Background: an optimization exercise with open tools, aiming at small area. Do not read the settings as production practice. The RTL was checked by simulation tests, not by an equivalence proof against the original design. No activity file was given, so power comes from the tool's default toggle rates. The clock port is modelled as an ideal driver; clocking choices that lean on that would not hold on a real chip.

==> module neuron_writeback, before the edit <==
module neuron_writeback #(
  parameter int LANES = 16,
  parameter int DW    = 16,
  parameter int AW    = 16,
  parameter int ROWS  = 4
) (
  input  logic                  clk,
  input  logic                  reset,
  input  logic [DW-1:0]         neuron_in,
  input  logic                  neuron_valid,
  input  logic                  layer_start,
  input  logic [AW-1:0]         base_addr,
  input  logic                  layer_flush,
  input  logic                  bram_wr_ready,
  output logic                  bram_wr_en,
  output logic [AW-1:0]         bram_wr_addr,
  output logic [LANES*DW-1:0]   bram_wr_data,
  output logic [LANES-1:0]      bram_wr_mask,
  output logic                  busy,
  output logic                  overflow,
  output logic [AW-1:0]         rows_written
);
  localparam int LW    = $clog2(LANES);
  localparam int PW    = $clog2(ROWS);
  localparam int SLOTS = ROWS + 1;
  localparam int SW    = $clog2(SLOTS);
  localparam logic [LW-1:0] LAST_LANE  = LW'(LANES - 1);
  localparam logic [PW:0]   FIFO_DEPTH = (PW+1)'(ROWS);
  localparam logic [SW-1:0] LAST_SLOT  = SW'(SLOTS - 1);
  logic [LW-1:0]         lane_cnt;
  logic [AW-1:0]         addr_r;       
  logic                  overflow_r;
  logic [AW-1:0]         rows_r;
  logic [DW-1:0]         slot_data [SLOTS][LANES];
  logic [SW-1:0]         wr_slot, rd_slot;
  logic [ROWS-1:0][AW-1:0] meta_addr;
  logic [ROWS-1:0][LW-1:0] meta_last;   
  logic [PW-1:0]         wr_ptr, rd_ptr;
  logic [PW:0]           count;
  logic                  empty, full;
  logic [LW-1:0]         lane_eff;
  logic [AW-1:0]         addr_eff;
  logic [LW-1:0]         last_n;
  logic                  row_done;
  logic                  push;
  logic                  push_ok;
  logic                  drop;
  logic                  pop;
  assign empty = (count == '0);
  assign full  = (count == FIFO_DEPTH);
  assign lane_eff = layer_start ? '0 : lane_cnt;
  assign addr_eff = layer_start ? base_addr : addr_r;
  assign row_done = neuron_valid && (lane_eff == LAST_LANE);
  assign push     = row_done || (layer_flush && (neuron_valid || (lane_eff != '0)));
  assign last_n   = neuron_valid ? lane_eff : lane_eff - LW'(1);
  assign pop     = bram_wr_en && bram_wr_ready;
  assign push_ok = push && (!full || pop);
  assign drop    = push && full && !pop;
  always_ff @(posedge clk) begin
    if (reset) begin
      lane_cnt   <= '0;
      addr_r     <= '0;
      overflow_r <= 1'b0;
      rows_r     <= '0;
    end else begin
      if (push) begin
        lane_cnt <= '0;
        addr_r   <= addr_eff + AW'(1);
      end else begin
        lane_cnt <= lane_eff + LW'(neuron_valid);
        addr_r   <= addr_eff;
      end
      overflow_r <= (layer_start ? 1'b0 : overflow_r) | drop;
      rows_r     <= (layer_start ? '0 : rows_r) + AW'(pop);
    end
  end
  always_ff @(posedge clk) begin
    if (reset) begin
      wr_slot <= '0;
      rd_slot <= '0;
      wr_ptr  <= '0;
      rd_ptr  <= '0;
      count   <= '0;
    end else begin
      if (push_ok) begin
        wr_slot <= (wr_slot == LAST_SLOT) ? '0 : wr_slot + SW'(1);
        wr_ptr  <= wr_ptr + PW'(1);
      end
      if (pop) begin
        rd_slot <= (rd_slot == LAST_SLOT) ? '0 : rd_slot + SW'(1);
        rd_ptr  <= rd_ptr + PW'(1);
      end
      count <= count + (PW+1)'(push_ok) - (PW+1)'(pop);
    end
  end
  logic [LANES-1:0] lane_we [SLOTS];
  always_comb
    for (int s = 0; s < SLOTS; s++)
      for (int i = 0; i < LANES; i++)
        lane_we[s][i] = neuron_valid && (wr_slot == SW'(s)) && (lane_eff == LW'(i));
  for (genvar s = 0; s < SLOTS; s++) begin : g_slot
    for (genvar i = 0; i < LANES; i++) begin : g_lane
      nw_hold_reg #(.W(DW)) u_reg (
        .clk(clk), .load(lane_we[s][i]), .keep(!lane_we[s][i]),
        .d(neuron_in), .q(slot_data[s][i])
      );
    end
  end
  logic [ROWS-1:0] meta_we;
  always_comb
    for (int r = 0; r < ROWS; r++)
      meta_we[r] = push_ok && (wr_ptr == PW'(r));
  for (genvar r = 0; r < ROWS; r++) begin : g_meta
    nw_hold_reg #(.W(AW+LW)) u_reg (
      .clk(clk), .load(meta_we[r]), .keep(!meta_we[r]),
      .d({addr_eff, last_n}), .q({meta_addr[r], meta_last[r]})
    );
  end
  logic [LW-1:0]         head_last;
  logic [LANES-1:0]      head_mask;
  logic [SLOTS-1:0]      rd_oh;
  logic [LANES-1:0]      sel [SLOTS];
  for (genvar i = 0; i < LANES; i++) begin : g_rd
    nw_lane_rd #(.DW(DW)) u_rd (
      .d0(slot_data[0][i]), .d1(slot_data[1][i]), .d2(slot_data[2][i]),
      .d3(slot_data[3][i]), .d4(slot_data[4][i]),
      .s({sel[4][i], sel[3][i], sel[2][i], sel[1][i], sel[0][i]}),
      .q(bram_wr_data[i*DW +: DW])
    );
  end
  always_comb begin
    head_last = meta_last[rd_ptr];
    for (int i = 0; i < LANES; i++)
      head_mask[i] = (LW'(i) <= head_last);
    for (int s = 0; s < SLOTS; s++) begin
      rd_oh[s] = (rd_slot == SW'(s));
      sel[s]   = rd_oh[s] ? head_mask : '0;
    end
    bram_wr_en   = !empty;
    bram_wr_addr = meta_addr[rd_ptr];
    bram_wr_mask = head_mask;
    busy         = (lane_cnt != '0) || !empty;
    overflow     = overflow_r;
    rows_written = rows_r;
  end
endmodule
clock: 6.0 ns
lec_check: 0
cap_margin: 20
core_margin: 2
core_utilization: 70
slew_margin: 20
synth_hierarchical: 1
synth_minimum_keep_size: 0
standard.sh (not shown) runs the stock make flow with config.mk's settings and CLKGATE_MAP_FILE= SYNTH_SCRIPT=/design/flow/synth_recipe.tcl, a recipe that flattens the netlist after the stock synthesis.
==> flow/flow/run.sh <==
#!/bin/bash
# Standard ORFS layout with two changes to how cells are chosen:
#  - port buffers use the smallest buffer (buf_1) instead of the resizer's default pick
#  - CTS clusters up to 30 sinks per clkbuf_16 leaf buffer and adds no dummy loads
set -euo pipefail
export BUFFER_PORTS_ARGS="-buffer_cell sky130_fd_sc_hd__buf_1"
export CTS_ARGS="-sink_clustering_enable -repair_clock_nets -dont_use_dummy_load -buf_list sky130_fd_sc_hd__clkbuf_16 -sink_clustering_size 30 -sink_clustering_max_diameter 100"
bash standard.sh finish > standard.log 2>&1
==> next run, changes <==
--- a/flow/design.v
+++ b/flow/design.v
@@ -29,14 +29,15 @@
   localparam logic [SW-1:0] LAST_SLOT  = SW'(SLOTS - 1);
   logic [LW-1:0]         lane_cnt;
   logic [AW-1:0]         addr_r;       
   logic                  overflow_r;
   logic [AW-1:0]         rows_r;
-  logic [DW-1:0]         slot_data [SLOTS][LANES];
+  logic [DW-1:0]         slot_data [SLOTS][LANES-1];
   logic [SW-1:0]         wr_slot, rd_slot;
   logic [ROWS-1:0][AW-1:0] meta_addr;
   logic [ROWS-1:0][LW-1:0] meta_last;   
+  logic [ROWS-1:0][DW-1:0] meta_lane;   
   logic [PW-1:0]         wr_ptr, rd_ptr;
   logic [PW:0]           count;
   logic                  empty, full;
   logic [LW-1:0]         lane_eff;
   logic [AW-1:0]         addr_eff;
@@ -91,17 +92,17 @@
         rd_ptr  <= rd_ptr + PW'(1);
       end
       count <= count + (PW+1)'(push_ok) - (PW+1)'(pop);
     end
   end
-  logic [LANES-1:0] lane_we [SLOTS];
+  logic [LANES-2:0] lane_we [SLOTS];
   always_comb
     for (int s = 0; s < SLOTS; s++)
-      for (int i = 0; i < LANES; i++)
+      for (int i = 0; i < LANES-1; i++)
         lane_we[s][i] = neuron_valid && (wr_slot == SW'(s)) && (lane_eff == LW'(i));
   for (genvar s = 0; s < SLOTS; s++) begin : g_slot
-    for (genvar i = 0; i < LANES; i++) begin : g_lane
+    for (genvar i = 0; i < LANES-1; i++) begin : g_lane
       nw_hold_reg #(.W(DW)) u_reg (
         .clk(clk), .load(lane_we[s][i]), .keep(!lane_we[s][i]),
         .d(neuron_in), .q(slot_data[s][i])
       );
     end
@@ -109,26 +110,38 @@
   logic [ROWS-1:0] meta_we;
   always_comb
     for (int r = 0; r < ROWS; r++)
       meta_we[r] = push_ok && (wr_ptr == PW'(r));
   for (genvar r = 0; r < ROWS; r++) begin : g_meta
-    nw_hold_reg #(.W(AW+LW)) u_reg (
+    nw_hold_reg #(.W(AW+LW+DW)) u_reg (
       .clk(clk), .load(meta_we[r]), .keep(!meta_we[r]),
-      .d({addr_eff, last_n}), .q({meta_addr[r], meta_last[r]})
+      .d({addr_eff, last_n, neuron_in}),
+      .q({meta_addr[r], meta_last[r], meta_lane[r]})
     );
   end
   logic [LW-1:0]         head_last;
   logic [LANES-1:0]      head_mask;
   logic [SLOTS-1:0]      rd_oh;
   logic [LANES-1:0]      sel [SLOTS];
-  for (genvar i = 0; i < LANES; i++) begin : g_rd
+  for (genvar i = 0; i < LANES-1; i++) begin : g_rd
     nw_lane_rd #(.DW(DW)) u_rd (
       .d0(slot_data[0][i]), .d1(slot_data[1][i]), .d2(slot_data[2][i]),
       .d3(slot_data[3][i]), .d4(slot_data[4][i]),
       .s({sel[4][i], sel[3][i], sel[2][i], sel[1][i], sel[0][i]}),
       .q(bram_wr_data[i*DW +: DW])
     );
+  end
+  logic [ROWS-1:0]       rd_oh4;
+  logic [ROWS-1:0]       sel_last;
+  nw_lane_rd4 #(.DW(DW)) u_rd_last (
+    .d0(meta_lane[0]), .d1(meta_lane[1]), .d2(meta_lane[2]), .d3(meta_lane[3]),
+    .s(sel_last), .q(bram_wr_data[(LANES-1)*DW +: DW])
+  );
+  always_comb begin
+    for (int r = 0; r < ROWS; r++)
+      rd_oh4[r] = (rd_ptr == PW'(r));
+    sel_last  = rd_oh4 & {ROWS{head_mask[LANES-1]}};
   end
   always_comb begin
     head_last = meta_last[rd_ptr];
     for (int i = 0; i < LANES; i++)
       head_mask[i] = (LW'(i) <= head_last);
@@ -164,5 +177,15 @@
   output logic [W-1:0] q
 );
   always_ff @(posedge clk)
     q <= (d & {W{load}}) | (q & {W{keep}});
 endmodule
+module nw_lane_rd4 #(
+  parameter int DW = 16
+) (
+  input  logic [DW-1:0] d0, d1, d2, d3,
+  input  logic [3:0]    s,
+  output logic [DW-1:0] q
+);
+  assign q = (d0 & {DW{s[0]}}) | (d1 & {DW{s[1]}}) | (d2 & {DW{s[2]}}) |
+             (d3 & {DW{s[3]}});
+endmodule
Result: The new run went through all stages and came out clean. Design area decreases by 0.83%. Non-clock buffer count grows by 14. Sequential power barely changes. Clock-buffer cell count stays the same. Worst setup slack improves by 0.039 ns. Routed wire length drops by 0.95%.

re-timing with driven ports:
The results above use ideal ports. As a check the final layouts listed here were re-extracted and re-timed, cells and wires unchanged.
Step 1 assumes that a clkbuf_16 drives the clock port and a buf_2 every other input.
Step 2 adds t to the input delays and takes it off the output delays; t is the mean of the earliest and latest rising clock arrival at the registers after step 1. Input paths then give back, and output paths get back, about the clock's delay inside the block.
a / b / c = ideal ports / drivers / drivers and shift; a / b = the first two.
| run | shift t [ns] | setup slack, ns | worst setup path after step 2 |
|---|---|---|---|
| the first run | 0.720 | 0.437 / 0.363 / 1.083 | register to output |
| the second run | 0.707 | 0.476 / 0.402 / 1.108 | register to output |
After both steps every run listed still meets setup and hold.
